Background: an optimization exercise with open tools, aiming at small area. Do not read the settings as production practice. Only simulation tests tie the RTL to the original design; equivalence was not proved. Power and IR drop assume default switching activity.

==> run C <==
## bconv_layer_streamer
module bconv_layer_streamer #(
   parameter int DIM    = 26,
   parameter int BYTE_W = 8
) (
   input  logic                      clk,
   input  logic                      rst_n,
   input  logic                      start_i,
   input  logic [DIM*DIM-1:0]        layer_i,
   output logic [BYTE_W-1:0]         m_data_o,
   output logic                      m_valid_o,
   output logic                      m_last_o,
   input  logic                      m_ready_i,
   output logic                      busy_o,
   output logic                      done_o,
   output logic [1:0]                dbg_state_o
);
==> module bconv_layer_streamer, before the edit <==
module bconv_layer_streamer #(
   parameter int DIM    = 26,
   parameter int BYTE_W = 8
) (
   input  logic                      clk,
   input  logic                      rst_n,
   input  logic                      start_i,
   input  logic [DIM*DIM-1:0]        layer_i,
   output logic [BYTE_W-1:0]         m_data_o,
   output logic                      m_valid_o,
   output logic                      m_last_o,
   input  logic                      m_ready_i,
   output logic                      busy_o,
   output logic                      done_o,
   output logic [1:0]                dbg_state_o
);
   localparam int NBITS  = DIM * DIM;
   localparam int NBYTES = (NBITS + BYTE_W - 1) / BYTE_W;
   localparam int CNT_W  = $clog2(NBYTES);
   localparam int NHI    = (NBYTES + 7) / 8;
   logic r_idle, r_send, r_done;
   logic r_phase;
   logic [CNT_W-1:0] r_cnt;
   logic [NBITS-1:0] r_snap;
   logic [NBYTES-1:0] w_sel;
   logic              w_last;
   logic              w_fin;
   assign w_last = w_sel[NBYTES-1];
   assign w_fin  = r_send & m_ready_i & w_last;
   always_ff @(posedge clk or negedge rst_n) begin
      if (!rst_n) begin
         r_idle <= 1'b1;
         r_send <= 1'b0;
         r_done <= 1'b0;
      end else begin
         r_idle <= (r_idle & ~start_i) | r_done;
         r_send <= (r_idle & start_i) | (r_send & ~(m_ready_i & w_last));
         r_done <= w_fin;
      end
   end
   always_ff @(posedge clk) begin
      r_phase <= r_idle | ~r_phase;
   end
   always_ff @(posedge clk) begin
      if (r_idle)                   r_cnt <= '0;
      else if (r_send & m_ready_i)  r_cnt <= r_cnt + 1'b1;
   end
   always_ff @(posedge clk) begin
      r_snap <= ~((r_snap | {NBITS{r_idle}}) & (layer_i | {NBITS{r_send}}));
   end
   logic [7:0]     w_lo;
   logic [NHI-1:0] w_hi;
   always_comb begin
      for (int i = 0; i < 8; i++)   w_lo[i] = (r_cnt[2:0] == 3'(i));
      for (int i = 0; i < NHI; i++) w_hi[i] = (r_cnt[CNT_W-1:3] == (CNT_W-3)'(i));
      for (int n = 0; n < NBYTES; n++) w_sel[n] = w_hi[n / 8] & w_lo[n % 8];
   end
   always_comb begin
      for (int j = 0; j < BYTE_W; j++) begin
         logic acc;
         acc = 1'b0;
         for (int n = 0; n < NBYTES; n++) begin
            if (n * BYTE_W + j < NBITS) acc = acc | (w_sel[n] & r_snap[n * BYTE_W + j]);
            else                        acc = acc | (w_sel[n] & r_phase);
         end
         m_data_o[j] = acc ^ r_phase;
      end
   end
   assign m_valid_o   = r_send;
   assign m_last_o    = w_last;
   assign busy_o      = ~r_idle;
   assign done_o      = r_done;
   assign dbg_state_o = {r_done, r_send};
endmodule
Settings: LEC_CHECK=0, CAP_MARGIN=20, CORE_MARGIN=2, CORE_UTILIZATION=40, SLEW_MARGIN=20; clock period 6.0 ns.
run.sh (not shown) runs the stock make flow with config.mk's settings and CLKGATE_MAP_FILE= SYNTH_SCRIPT=/design/flow/synth_recipe.tcl, a recipe that flattens the netlist after the stock synthesis.
==> run Z (differences from run C) <==
==> flow/design.v (replaced) <==
module bconv_layer_streamer #(
   parameter int DIM    = 26,
   parameter int BYTE_W = 8
) (
   input  logic                      clk,
   input  logic                      rst_n,
   input  logic                      start_i,
   input  logic [DIM*DIM-1:0]        layer_i,
   output logic [BYTE_W-1:0]         m_data_o,
   output logic                      m_valid_o,
   output logic                      m_last_o,
   input  logic                      m_ready_i,
   output logic                      busy_o,
   output logic                      done_o,
   output logic [1:0]                dbg_state_o
);
   localparam int NBITS  = DIM * DIM;
   localparam int NBYTES = (NBITS + BYTE_W - 1) / BYTE_W;
   localparam int CNT_W  = $clog2(NBYTES);
   localparam int NSHIFT = NBITS - BYTE_W;
   localparam int NTAIL  = NBYTES * BYTE_W - NBITS;
   logic r_idle, r_send, r_done;
   logic r_phase;
   logic [CNT_W-1:0] r_cnt;
   logic [NBITS-1:0] r_snap;
   logic w_last;
   logic w_shift;
   logic w_hold;
   assign w_last  = (r_cnt == CNT_W'(NBYTES - 1));
   assign w_shift = r_send & m_ready_i;
   assign w_hold  = r_send & ~m_ready_i;
   always_ff @(posedge clk or negedge rst_n) begin
      if (!rst_n) begin
         r_idle <= 1'b1;
         r_send <= 1'b0;
         r_done <= 1'b0;
      end else begin
         r_idle <= (r_idle & ~start_i) | r_done;
         r_send <= (r_idle & start_i) | (r_send & ~(m_ready_i & w_last));
         r_done <= w_shift & w_last;
      end
   end
   always_ff @(posedge clk) begin
      r_phase <= r_idle | ~r_phase;
   end
   always_ff @(posedge clk) begin
      if (r_idle)       r_cnt <= '0;
      else if (w_shift) r_cnt <= r_cnt + 1'b1;
   end
   logic [NBITS-1:0] w_snap_d;
   for (genvar k = 0; k < NBITS; k++) begin : g_snap
      if (k < NSHIFT) begin : g_sh
         bconv_aoi222 u_next (
            .a0(r_idle),  .b0(layer_i[k]),
            .a1(w_shift), .b1(r_snap[k + BYTE_W]),
            .a2(w_hold),  .b2(r_snap[k]),
            .y (w_snap_d[k])
         );
      end else begin : g_ld
         assign w_snap_d[k] = ~((r_snap[k] | r_idle) & (layer_i[k] | r_send));
      end
   end
   always_ff @(posedge clk) begin
      r_snap <= w_snap_d;
   end
   always_comb begin
      for (int j = 0; j < BYTE_W; j++) begin
         if (j < BYTE_W - NTAIL) m_data_o[j] = r_snap[j] ^ r_phase;
         else                    m_data_o[j] = (r_snap[j] ^ r_phase) & ~w_last;
      end
   end
   assign m_valid_o   = r_send;
   assign m_last_o    = w_last;
   assign busy_o      = ~r_idle;
   assign done_o      = r_done;
   assign dbg_state_o = {r_done, r_send};
endmodule
module bconv_aoi222 (
   input  logic a0, b0, a1, b1, a2, b2,
   output logic y
);
   assign y = ~((a0 & b0) | (a1 & b1) | (a2 & b2));
endmodule
==> flow/flow/run.sh (new file) <==
#!/bin/bash
# Standard ORFS layout, with three changes:
#  * port buffers are the smallest buffer (buf_1) instead of the one
#    buffer_ports picks by default;
#  * clock tree built from clkbuf_8 with larger sink clusters and no dummy
#    loads;
#  * a max-fanout limit before floorplan, so high-fanout nets get buffered.
set -euo pipefail
cd "$(dirname "$0")/.."
export BUFFER_PORTS_ARGS="-buffer_cell sky130_fd_sc_hd__buf_1"
export CTS_ARGS="-sink_clustering_enable -repair_clock_nets -dont_use_dummy_load -buf_list {sky130_fd_sc_hd__clkbuf_8} -sink_clustering_size 20 -sink_clustering_max_diameter 60"
export PRE_FLOORPLAN_TCL="$PWD/flow/pre_floorplan.tcl"
bash standard.sh > standard_flow.log 2>&1
==> flow/flow/pre_floorplan.tcl (new file) <==
# Limit fanout so that repair_design splits the snapshot's three
# 676-load control nets into smaller buffered nets that route cleanly.
set_max_fanout 32 [current_design]
==> flow/standard.sh (new file) <==
#!/bin/bash
# synth_recipe.tcl (not shown) runs the flow's synth.tcl, then flattens the netlist and writes it again
# the make line also repeats each setting of config.mk as NAME=value (left out here)
make -C /OpenROAD-flow-scripts/flow DESIGN_CONFIG=/design/flow/config.mk WORK_HOME=/design/flow/orfs CLKGATE_MAP_FILE= SYNTH_SCRIPT=/design/flow/synth_recipe.tcl "${@:-finish}"
- SYNTH_HIERARCHICAL: unset -> 1
removed: flow/run.sh
==> run summary <==
| quantity | run C | run Z |
|---|---|---|
| Share of the core filled with cells in the final layout | 57.5% | 49.6% |
| Status | complete, but fails checks | timing/DRC/antenna clean |
| Reasons for failing layout checks | setup timing | - |
| Vias | 26,100 | 19,300 |
| Cts bufs inserted | 69 | 42 |
| First-pass DRT Iterations | 8 | 15 |
| Met3 wire len | 16.4 mm | 7.58 mm |
| Total power after layout | 0.0145 W | 0.00868 W |
| Relative max-transition margin | 14.9% | 40.7% |
| Worst reg2reg setup slack | 2.70 ns | 2.97 ns |
| Post-layout minimum cycle time | 6.12 ns | 3.35 ns |
| Critical path buffers and inverters | 4 | 2 |
| Horizontal die dimension | 251 um | 232 um |
| Final-layout non-clock buffer area share | 22.6% | 12.6% |
| Crit path largest cell delay | 0.65 ns | 0.53 ns |
| Multi-input combinational cell area | 0.00969 sq mm | 0.00706 sq mm |

port drivers added, routing unchanged:
Ports are ideal in the flow. The routed layouts listed here were re-timed in OpenROAD. Step 1, drivers: a clkbuf_16 drives clk and a buf_2 each remaining input, both assumed. Step 2 times the ports against the registers' clock, not the clock port: input delays grow and output delays shrink by t, the midpoint of the rising clock arrivals with the driver on. Slacks: ideal ports / drivers / drivers and shift; pairs: ideal ports / drivers.
run	t, ns	setup WS [ns]	latest minus earliest clock arrival (ns)	worst data-port slew with drivers (ns)
run C	0.687	-0.125 / -0.192 / 0.495	0.033 / 0.032	0.09
run Z	0.677	2.652 / 2.601 / 2.563	0.039 / 0.039	0.12
For run Z, which loses most, drivers alone change the setup slack by -0.051 ns; drivers and shift together by -0.089 ns.
